Source: an optimization exercise on an open RTL-to-GDS flow (aim: small area, a short achievable clock period and few clock cycles per item). Production flows keep margins and buffers that such runs may drop.
Function was checked by simulation only, so behaviour that the tests miss may differ from the original.

==> yarrow: inputs <==
==> flow/design.v (excerpt) <==
module scaled_residual_add (
    input  logic        i_clk,
    input  logic        i_rst_n,
    input  logic        i_valid,
    output logic        o_stall,
    input  logic [31:0] i_addend_bits,
    input  logic [31:0] i_scaled_bits,
    input  logic        i_last_in,
    output logic        o_valid,
    input  logic        i_stall,
    output logic [31:0] o_sum_bits,
    output logic        o_last_out,
    input  logic        psel,
    input  logic        penable,
    input  logic        pwrite,
    input  logic [2:0]  paddr,
    input  logic [31:0] pwdata,
    output logic [31:0] prdata,
    output logic        pready
);
    function automatic logic [4:0] lzc24(input logic [23:0] v);
        logic [4:0] n;
        n = 5'd0;
        for (int i = 0; i < 24; i++) begin
            if (v[i]) n = 5'(23 - i);
        end
        lzc24 = n;
    endfunction
    function automatic logic [4:0] lzc29(input logic [28:0] v);
        logic [4:0] n;
        n = 5'd29;
        for (int i = 0; i < 29; i++) begin
            if (v[i]) n = 5'(28 - i);
        end
        lzc29 = n;
    endfunction
    function automatic logic [59:0] padd29(input logic [28:0] a, input logic [28:0] b);
        logic [28:0] g, p, gg, pp, gn, pn;
        logic [29:0] s0, s1;
        g  = a & b;
        p  = a ^ b;
        gg = g;
        pp = p;
  ...
Settings: LEC_CHECK=0, CAP_MARGIN=20, CORE_MARGIN=2, CORE_UTILIZATION=60, PLACE_DENSITY=0.75, SETUP_SLACK_MARGIN=5, SLEW_MARGIN=20; clock period 9.5 ns.
run.sh (not shown) runs the stock make flow with config.mk's settings and CLKGATE_MAP_FILE= SYNTH_SCRIPT=/design/flow/synth_recipe.tcl, a recipe that flattens the netlist after the stock synthesis.
==> inputs of sierra, as changes to yarrow <==
Settings changed: CAP_MARGIN 20 to 0, PLACE_DENSITY 0.75 to default, SLEW_MARGIN 20 to 0.
==> inputs of juniper, as changes to yarrow <==
Settings changed: CORE_UTILIZATION 60 to 70, PLACE_DENSITY 0.75 to default.
==> inputs of cedar, as changes to yarrow <==
--- a/flow/design.v
+++ b/flow/design.v
@@ -96,36 +96,26 @@
         end else if (en) begin
             r_v  <= {r_v[4:0], i_valid};
             r_ov <= r_v[5];
         end
     end
-    logic [11:0] n_sneg, n_sone, n_stwo;
+    logic [22:0] n_sf;
     logic signed [9:0] n_se;
     logic        n_snan, n_sinf, n_szero;
     always_comb begin
         logic [7:0]  ef;
         logic [23:0] sig, nrm;
         logic [4:0]  lz;
-        logic [25:0] ext;
         ef      = r_scale[30:23];
         sig     = {ef != 8'd0, r_scale[22:0]};
         lz      = lzc24(sig);
         nrm     = sig << lz;
         n_se    = $signed({2'b0, ((ef == 8'd0) ? 8'd1 : ef)}) - $signed({5'b0, lz});
         n_snan  = (ef == 8'hFF) && (r_scale[22:0] != 23'd0);
         n_sinf  = (ef == 8'hFF) && (r_scale[22:0] == 23'd0);
         n_szero = r_scale[30:0] == 31'd0;
-        ext     = {2'b0, 1'b1, nrm[22:0]};
-        for (int j = 0; j < 12; j++) begin
-            logic g2, g1, g0;
-            g2 = ext[2*j+1];
-            g1 = ext[2*j];
-            g0 = (j == 0) ? 1'b0 : ext[2*j-1];
-            n_sneg[j] = g2 & ~(g1 & g0);
-            n_sone[j] = g1 ^ g0;
-            n_stwo[j] = (g2 & ~g1 & ~g0) | (~g2 & g1 & g0);
-        end
+        n_sf    = nrm[22:0];
     end
     logic [31:0] n0_a;
     logic [22:0] n0_bf;
     logic signed [9:0] n0_eb;
     logic        n0_bs, n0_bnan, n0_binf, n0_bzero, n0_bf16;
@@ -151,10 +141,11 @@
     end
     logic [31:0] r0_a;
     logic [22:0] r0_bf;
     logic signed [9:0] r0_eb;
     logic        r0_bs, r0_bnan, r0_binf, r0_bzero, r0_bf16, r0_last;
+    logic [22:0] r0_sf;
     logic [11:0] r0_sneg, r0_sone, r0_stwo;
     logic signed [9:0] r0_se;
     logic        r0_ss, r0_snan, r0_sinf, r0_szero;
     always_ff @(posedge i_clk) begin
         if (en) begin
@@ -165,22 +156,33 @@
             r0_bnan  <= n0_bnan;
             r0_binf  <= n0_binf;
             r0_bzero <= n0_bzero;
             r0_bf16  <= n0_bf16;
             r0_last  <= i_last_in;
-            r0_sneg  <= n_sneg;
-            r0_sone  <= n_sone;
-            r0_stwo  <= n_stwo;
+            r0_sf    <= n_sf;
             r0_se    <= n_se;
             r0_ss    <= r_scale[31];
             r0_snan  <= n_snan;
             r0_sinf  <= n_sinf;
             r0_szero <= n_szero;
         end
     end
     logic [47:0] n1_s, n1_c;
     logic        n1_pnan, n1_pinf, n1_pzero;
+    always_comb begin
+        logic [25:0] ext;
+        ext = {2'b0, 1'b1, r0_sf};
+        for (int j = 0; j < 12; j++) begin
+            logic g2, g1, g0;
+            g2 = ext[2*j+1];
+            g1 = ext[2*j];
+            g0 = (j == 0) ? 1'b0 : ext[2*j-1];
+            r0_sneg[j] = g2 & ~(g1 & g0);
+            r0_sone[j] = g1 ^ g0;
+            r0_stwo[j] = (g2 & ~g1 & ~g0) | (~g2 & g1 & g0);
+        end
+    end
     sra_mul_csa u_mul (
         .b  ({1'b1, r0_bf}),
         .neg(r0_sneg),
         .one(r0_sone),
         .two(r0_stwo),
Settings changed: CTS_BUF_LIST from default to sky130_fd_sc_hd__clkbuf_8, PLACE_DENSITY 0.75 to default.
==> qor summary <==
Number of synthesized register bits: sierra 568; cedar 555; juniper 568; yarrow 568
Fmax achieved: sierra 0.223 GHz; cedar 0.221 GHz; juniper 0.221 GHz; yarrow 0.219 GHz
Multi-input logic cell count: sierra 3781; cedar 3634; juniper 3782; yarrow 3782
Share of the clock period used by the worst path after layout: sierra 47.3%; cedar 47.7%; juniper 47.7%; yarrow 48.1%
Die height: sierra 293 um; cedar 289 um; juniper 272 um; yarrow 293 um
Proportion of final cell area spent on non-clock buffers: sierra 5.68%; cedar 5.75%; juniper 6.02%; yarrow 5.97%
Non-Clock Buffer Count: sierra 334; cedar 342; juniper 351; yarrow 354
Worst slack after detailed placement: sierra 3470 ps; cedar 3440 ps; juniper 3380 ps; yarrow 3660 ps
Mean Syn Cell Area: sierra 9.71 um^2; cedar 9.78 um^2; juniper 9.71 um^2; yarrow 9.71 um^2
Buffers & Inverters on Critical Path: sierra 3; cedar 2; juniper 3; yarrow 4
Slowest cell on crit path: sierra sky130_fd_sc_hd__edfxtp_1; cedar sky130_fd_sc_hd__edfxtp_1; juniper sky130_fd_sc_hd__a2111oi_4; yarrow sky130_fd_sc_hd__dlygate4sd2_1
Result of the run: sierra complete, no violations; cedar complete, no violations; juniper complete, no violations; yarrow complete, no violations
Detailed-router iteration count before antenna repair: sierra 7; cedar 8; juniper 9; yarrow 7
Skew-Pair Late Insertion Delay: sierra 680 ps; cedar 740 ps; juniper 680 ps; yarrow 680 ps
Post-Synth Adder-Cell Area: sierra 16.1%; cedar 16.5%; juniper 16.1%; yarrow 16.1%
Count of non-CTS inverters in the layout: sierra 491; cedar 496; juniper 492; yarrow 491
Multi-input gate share of total cell area: sierra 55.2%; cedar 55.6%; juniper 55.3%; yarrow 55.2%
Testbench counts of yarrow, summed over its fixed seeds: cycles 16,056, items 16,000.
Testbench counts of sierra, summed over its fixed seeds: cycles 16,056, items 16,000.
Testbench counts of juniper, summed over its fixed seeds: cycles 16,056, items 16,000.
Testbench counts of cedar, summed over its fixed seeds: cycles 16,056, items 16,000.

[port drivers added, routing unchanged]
In the flow no input, the clock included, has a driving cell. The finished layouts below were timed again as built, in two steps. Step 1 (the two cells are an assumption about what drives the block):
set clk [get_ports {i_clk}]
set_driving_cell -lib_cell sky130_fd_sc_hd__clkbuf_16 $clk
set_driving_cell -lib_cell sky130_fd_sc_hd__buf_2 [delete_from_list [all_inputs] $clk]
Step 2 moves the port delays by t, midway between the first and last clock arrival at a register: inputs arrive t later, outputs are due t later. That takes back most of the time a late clock gives input paths. Slacks: ideal ports / drivers / drivers and shift; pairs: ideal ports / drivers.
run | shift t [ns] | slack for setup (ns) | hold WS [ns]
yarrow | 0.722 | 4.931 / 4.883 / 4.439 | 0.410 / 0.410 / 0.410
sierra | 0.732 | 5.008 / 4.971 / 4.446 | 0.389 / 0.389 / 0.389
juniper | 0.721 | 4.973 / 4.973 / 4.403 | 0.387 / 0.387 / 0.387
cedar | 0.794 | 4.965 / 4.965 / 4.352 | 0.402 / 0.402 / 0.402
After both steps every run listed still meets setup and hold. The setup slack of cedar, which loses most, moves by 0.000 ns with the drivers and by -0.613 ns with both steps.
